This design comes from an exercise in tuning for small area on the open sky130 flow, not from production work.
The RTL was checked by simulation tests, not by an equivalence proof against the original design.
Power and IR drop assume default switching activity.

==> run a: inputs <==
Design sha256_msg_padder, start of the top module:
module sha256_msg_padder #(
  parameter int MAX_NIB = 128,
  parameter int CNT_W   = 8
) (
  input  logic         clk,
  input  logic         rst_n,
  input  logic         in_valid,
  output logic         in_ready,
  input  logic [3:0]   in_nibble,
  input  logic         in_last,
  output logic         blk_valid,
  input  logic         blk_ready,
  output logic [511:0] blk_data,
  output logic         blk_last,
  output logic [63:0]  msg_bits,
  output logic         ovf,
  output logic [1:0]   dbg_state
);
  typedef enum logic [1:0] {
    COLLECT = 2'd0,
    MARK    = 2'd1,
    PAD     = 2'd2,
    OFFER   = 2'd3
  } phase_t;
  phase_t       phase;
  logic         sec;        
  logic [6:0]   cnt;        
  logic [7:0]   len;        
  logic         ovf_q;
  logic [511:0] sr;
  logic [7:0]   cnt_inc;
  logic         two;        
  logic         fin;        
  logic         nib_xfer;
  logic         shift;
  logic [3:0]   pad_nib;
  logic [3:0]   sh_in;
  logic         end_msg;
  assign cnt_inc  = {1'b0, cnt} + 8'd1;
  assign two      = len[7] | (&len[6:4]);
  assign fin      = sec | ~two;
  assign in_ready = (phase == COLLECT);
  assign nib_xfer = in_ready & in_valid;
  assign shift    = nib_xfer | (phase == MARK) | (phase == PAD);
  assign end_msg  = in_last | (&cnt);
  always_comb begin
    pad_nib = 4'h0;
    if (phase == MARK) begin
      pad_nib = 4'h8;
    end else if (fin) begin
      case (cnt[1:0])
        2'd1: pad_nib = {2'b00, len[7:6]};
        2'd2: pad_nib = len[5:2];
        2'd3: pad_nib = {len[1:0], 2'b00};
        default: pad_nib = 4'h0;
      endcase
      if (cnt[6:2] != 5'h1f) pad_nib = 4'h0;
    end
  end
  assign sh_in = (phase == COLLECT) ? in_nibble : pad_nib;
  always_ff @(posedge clk) begin
    if (shift) sr <= {sr[507:0], sh_in};
  end
  always_ff @(posedge clk) begin
    if (nib_xfer && end_msg) len <= cnt_inc;
  end
  always_ff @(posedge clk or negedge rst_n) begin
    if (!rst_n) begin
      phase <= COLLECT;
      sec   <= 1'b0;
      cnt   <= '0;
      ovf_q <= 1'b0;
    end else begin
  ...
==> module sha256_msg_padder, before the edit <==
module sha256_msg_padder #(
  parameter int MAX_NIB = 128,
  parameter int CNT_W   = 8
) (
  input  logic         clk,
  input  logic         rst_n,
  input  logic         in_valid,
  output logic         in_ready,
  input  logic [3:0]   in_nibble,
  input  logic         in_last,
  output logic         blk_valid,
  input  logic         blk_ready,
  output logic [511:0] blk_data,
  output logic         blk_last,
  output logic [63:0]  msg_bits,
  output logic         ovf,
  output logic [1:0]   dbg_state
);
  typedef enum logic [1:0] {
    COLLECT = 2'd0,
    MARK    = 2'd1,
    PAD     = 2'd2,
    OFFER   = 2'd3
  } phase_t;
  phase_t       phase;
  logic         sec;        
  logic [6:0]   cnt;        
  logic [7:0]   len;        
  logic         ovf_q;
  logic [511:0] sr;
  logic [7:0]   cnt_inc;
  logic         two;        
  logic         fin;        
  logic         nib_xfer;
  logic         shift;
  logic [3:0]   pad_nib;
  logic [3:0]   sh_in;
  logic         end_msg;
  assign cnt_inc  = {1'b0, cnt} + 8'd1;
  assign two      = len[7] | (&len[6:4]);
  assign fin      = sec | ~two;
  assign in_ready = (phase == COLLECT);
  assign nib_xfer = in_ready & in_valid;
  assign shift    = nib_xfer | (phase == MARK) | (phase == PAD);
  assign end_msg  = in_last | (&cnt);
  always_comb begin
    pad_nib = 4'h0;
    if (phase == MARK) begin
      pad_nib = 4'h8;
    end else if (fin) begin
      case (cnt[1:0])
        2'd1: pad_nib = {2'b00, len[7:6]};
        2'd2: pad_nib = len[5:2];
        2'd3: pad_nib = {len[1:0], 2'b00};
        default: pad_nib = 4'h0;
      endcase
      if (cnt[6:2] != 5'h1f) pad_nib = 4'h0;
    end
  end
  assign sh_in = (phase == COLLECT) ? in_nibble : pad_nib;
  always_ff @(posedge clk) begin
    if (shift) sr <= {sr[507:0], sh_in};
  end
  always_ff @(posedge clk) begin
    if (nib_xfer && end_msg) len <= cnt_inc;
  end
  always_ff @(posedge clk or negedge rst_n) begin
    if (!rst_n) begin
      phase <= COLLECT;
      sec   <= 1'b0;
      cnt   <= '0;
      ovf_q <= 1'b0;
    end else begin
      ovf_q <= nib_xfer & (&cnt) & ~in_last;
      if (shift) cnt <= cnt_inc[6:0];
      case (phase)
        COLLECT: begin
          if (nib_xfer && end_msg) phase <= (&cnt) ? OFFER : MARK;
        end
        MARK, PAD: begin
          phase <= (&cnt) ? OFFER : PAD;
        end
        default: begin
          if (blk_ready) begin
            if (fin) begin
              phase <= COLLECT;
              sec   <= 1'b0;
            end else begin
              phase <= len[7] ? MARK : PAD;
              sec   <= 1'b1;
            end
          end
        end
      endcase
    end
  end
  assign blk_valid = (phase == OFFER);
  assign blk_data  = sr;
  assign blk_last  = fin;
  assign msg_bits  = {54'd0, len, 2'b00};
  assign ovf       = ovf_q;
  assign dbg_state = blk_valid ? {sec, ~sec} : 2'b00;
endmodule
make LEC_CHECK=0 CAP_MARGIN=20 CORE_MARGIN=2 CORE_UTILIZATION=70 CTS_CLUSTER_SIZE=30 SLEW_MARGIN=20 finish   # period 6.5 ns
run.sh (not shown) runs the stock make flow with config.mk's settings and CLKGATE_MAP_FILE= SYNTH_SCRIPT=/design/flow/synth_recipe.tcl, a recipe that flattens the netlist after the stock synthesis.
==> inputs of run b, as changes to run a <==
==> flow/design.v (replaced) <==
module sha256_msg_padder #(
  parameter int MAX_NIB = 128,
  parameter int CNT_W   = 8
) (
  input  logic         clk,
  input  logic         rst_n,
  input  logic         in_valid,
  output logic         in_ready,
  input  logic [3:0]   in_nibble,
  input  logic         in_last,
  output logic         blk_valid,
  input  logic         blk_ready,
  output logic [511:0] blk_data,
  output logic         blk_last,
  output logic [63:0]  msg_bits,
  output logic         ovf,
  output logic [1:0]   dbg_state
);
  logic         col_q;      
  logic         pad_q;      
  logic         off_q;      
  logic         mark_q;     
  logic         sec;        
  logic [6:0]   cnt;        
  logic [7:0]   len;        
  logic         ovf_q;
  logic [511:0] sr;
  logic [7:0]   cnt_inc;
  logic         two;        
  logic         fin;        
  logic         nib_xfer;
  logic         sh, hd;
  logic [3:0]   pad_nib;
  logic [3:0]   sh_in;
  logic         end_msg;
  logic         full;
  assign cnt_inc  = {1'b0, cnt} + 8'd1;
  assign full     = &cnt;
  assign two      = len[7] | (&len[6:4]);
  assign fin      = sec | ~two;
  assign in_ready = col_q;
  assign nib_xfer = col_q & in_valid;
  assign sh       = nib_xfer | pad_q;
  assign hd       = off_q | (col_q & ~in_valid);
  assign end_msg  = in_last | full;
  always_comb begin
    pad_nib = 4'h0;
    if (mark_q) begin
      pad_nib = 4'h8;
    end else if (fin && (cnt[6:2] == 5'h1f)) begin
      case (cnt[1:0])
        2'd1:    pad_nib = {2'b00, len[7:6]};
        2'd2:    pad_nib = len[5:2];
        2'd3:    pad_nib = {len[1:0], 2'b00};
        default: pad_nib = 4'h0;
      endcase
    end
  end
  assign sh_in = col_q ? in_nibble : pad_nib;
  always_ff @(posedge clk) begin
    sr <= ({512{sh}} & {sr[507:0], sh_in}) | ({512{hd}} & sr);
  end
  always_ff @(posedge clk) begin
    if (nib_xfer && end_msg) len <= cnt_inc;
  end
  always_ff @(posedge clk or negedge rst_n) begin
    if (!rst_n) begin
      col_q  <= 1'b1;
      pad_q  <= 1'b0;
      off_q  <= 1'b0;
      mark_q <= 1'b0;
      sec    <= 1'b0;
      cnt    <= '0;
      ovf_q  <= 1'b0;
    end else begin
      ovf_q <= nib_xfer & full & ~in_last;
      if (sh) cnt <= cnt_inc[6:0];
      if (nib_xfer && end_msg) begin
        col_q  <= 1'b0;
        pad_q  <= ~full;
        off_q  <= full;
        mark_q <= ~full;
      end
      if (pad_q) begin
        mark_q <= 1'b0;
        if (full) begin
          pad_q <= 1'b0;
          off_q <= 1'b1;
        end
      end
      if (off_q && blk_ready) begin
        off_q <= 1'b0;
        if (fin) begin
          col_q <= 1'b1;
          sec   <= 1'b0;
        end else begin
          pad_q  <= 1'b1;
          mark_q <= len[7];
          sec    <= 1'b1;
        end
      end
    end
  end
  assign blk_valid = off_q;
  assign blk_data  = sr;
  assign blk_last  = fin;
  assign msg_bits  = {54'd0, len, 2'b00};
  assign ovf       = ovf_q;
  assign dbg_state = {off_q & sec, off_q & ~sec};
endmodule
==> flow/flow/run.sh (new file) <==
#!/bin/bash
# Standard layout, with the port buffers taken as the smallest buffer cell and
# a clock tree of larger sink clusters without dummy loads.
set -euo pipefail
export BUFFER_PORTS_ARGS="-buffer_cell sky130_fd_sc_hd__buf_1"
export CTS_ARGS="-sink_clustering_enable -repair_clock_nets -dont_use_dummy_load -sink_clustering_size 40 -sink_clustering_max_diameter 50 -buf_list sky130_fd_sc_hd__clkbuf_16"
bash standard.sh finish > standard.log 2>&1
==> flow/standard.sh (new file) <==
#!/bin/bash
# synth_recipe.tcl (not shown) runs the flow's synth.tcl, then flattens the netlist and writes it again
# the make line also repeats each setting of config.mk as NAME=value (left out here)
make -C /OpenROAD-flow-scripts/flow DESIGN_CONFIG=/design/flow/config.mk WORK_HOME=/design/flow/orfs CLKGATE_MAP_FILE= SYNTH_SCRIPT=/design/flow/synth_recipe.tcl "${@:-finish}"
--- a/flow/config.mk
+++ b/flow/config.mk
@@ -7,6 +7,5 @@
 export LEC_CHECK = 0
 export CAP_MARGIN = 20
-export CORE_MARGIN = 2
-export CORE_UTILIZATION = 70
-export CTS_CLUSTER_SIZE = 30
+export CORE_AREA = 2 2 170 170
+export DIE_AREA = 0 0 172 172
 export SLEW_MARGIN = 20
removed: flow/run.sh
==> inputs of run c, as changes to run a <==
==> flow/flow/run.sh (new file) <==
#!/bin/bash
# Standard layout, with the port buffers taken as the smallest buffer cell.
set -euo pipefail
export BUFFER_PORTS_ARGS="-buffer_cell sky130_fd_sc_hd__buf_1"
bash standard.sh finish > standard.log 2>&1
==> flow/standard.sh (new file) <==
#!/bin/bash
# synth_recipe.tcl (not shown) runs the flow's synth.tcl, then flattens the netlist and writes it again
# the make line also repeats each setting of config.mk as NAME=value (left out here)
make -C /OpenROAD-flow-scripts/flow DESIGN_CONFIG=/design/flow/config.mk WORK_HOME=/design/flow/orfs CLKGATE_MAP_FILE= SYNTH_SCRIPT=/design/flow/synth_recipe.tcl "${@:-finish}"
--- a/flow/config.mk
+++ b/flow/config.mk
@@ -8,5 +8,4 @@
 export CAP_MARGIN = 20
 export CORE_MARGIN = 2
-export CORE_UTILIZATION = 70
-export CTS_CLUSTER_SIZE = 30
+export CORE_UTILIZATION = 40
 export SLEW_MARGIN = 20
removed: flow/run.sh
==> inputs of run d, as changes to run a <==
==> flow/flow/run.sh (new file) <==
#!/bin/bash
# Standard layout, with the port buffers taken as the smallest buffer cell and
# a clock tree of larger sink clusters without dummy loads.
set -euo pipefail
export BUFFER_PORTS_ARGS="-buffer_cell sky130_fd_sc_hd__buf_1"
export CTS_ARGS="-sink_clustering_enable -repair_clock_nets -dont_use_dummy_load -sink_clustering_size 30 -sink_clustering_max_diameter 80 -buf_list sky130_fd_sc_hd__clkbuf_16"
bash standard.sh finish > standard.log 2>&1
==> flow/standard.sh (new file) <==
#!/bin/bash
# synth_recipe.tcl (not shown) runs the flow's synth.tcl, then flattens the netlist and writes it again
# the make line also repeats each setting of config.mk as NAME=value (left out here)
make -C /OpenROAD-flow-scripts/flow DESIGN_CONFIG=/design/flow/config.mk WORK_HOME=/design/flow/orfs CLKGATE_MAP_FILE= SYNTH_SCRIPT=/design/flow/synth_recipe.tcl "${@:-finish}"
--- a/flow/config.mk
+++ b/flow/config.mk
@@ -7,6 +7,5 @@
 export LEC_CHECK = 0
 export CAP_MARGIN = 20
-export CORE_MARGIN = 2
-export CORE_UTILIZATION = 70
-export CTS_CLUSTER_SIZE = 30
+export CORE_AREA = 2 2 170 170
+export DIE_AREA = 0 0 172 172
 export SLEW_MARGIN = 20
removed: flow/run.sh
==> qor summary <==
item	run c	run d	run a	run b
Number of setup violations in the final report	0	0	-	0
Die Height	210 um	172 um	159 um	172 um
Outcome	no timing/DRC/antenna violations	no timing/DRC/antenna violations	aborted with a tool error	no timing/DRC/antenna violations
Failing step	-	-	I/O pin placement (3_2_place_iop)	-
Maximum fanout encountered on the critical timing path	188	11	-	91
Well-tap cell count	539	378	-	378
Share of final-layout standard cells stronger than drive strength 1	0.0654	0.0269	-	0.0302
Met3 routed WL	4420 um	3800 um	-	4580 um
Clock-pin slew on the worst setup and hold paths	0.07 ns	0.11 ns	-	0.08 ns
Overall die width	210 um	172 um	159 um	172 um
Most utilized layer in the global route result	met2	met2	-	met2
Clock Power Share	0.205	0.117	-	0.379
Leading cell type in the layout, fill and taps excluded	sky130_fd_sc_hd__buf_1	sky130_fd_sc_hd__buf_1	-	sky130_fd_sc_hd__buf_1
Met2 capacity usage during global routing	0.247	0.397	-	0.450
VDD IR-drop max	0.524 mV	0.783 mV	-	0.205 mV
Final instance area	21100 um2	19800 um2	-	19500 um2
Final-report max-slew violation count	0	0	-	0
Number of antenna repair diodes	1	0	-	0
Number of non-clock inverters	6	6	-	5

[separate check: timing with driven ports]
In the flow no input, the clock included, has a driving cell. The finished layouts below were timed again as built, in two steps.
Step 1: set_driving_cell puts a clkbuf_16 on clk and a buf_2 on each other input, an assumption about the parent block.
Step 2 also shifts input and output timing later by t, the mid clock arrival at the registers, as if the neighbouring blocks saw the same clock.
Slacks: ideal / step 1 / step 2; pairs: ideal / step 1.
run | t, ns | setup slack, ns | hold slack, ns
run b | 0.556 | 3.492 / 3.499 / 2.943 | 0.467 / 0.467 / 0.467
run c | 0.617 | 3.076 / 3.076 / 2.522 | 0.433 / 0.433 / 0.433
run d | 0.570 | 3.415 / 3.364 / 3.254 | 0.394 / 0.394 / 0.394
After both steps setup and hold are still met in every run listed. For run c, which loses most, drivers alone change the setup slack by 0.000 ns; drivers and shift together by -0.554 ns.
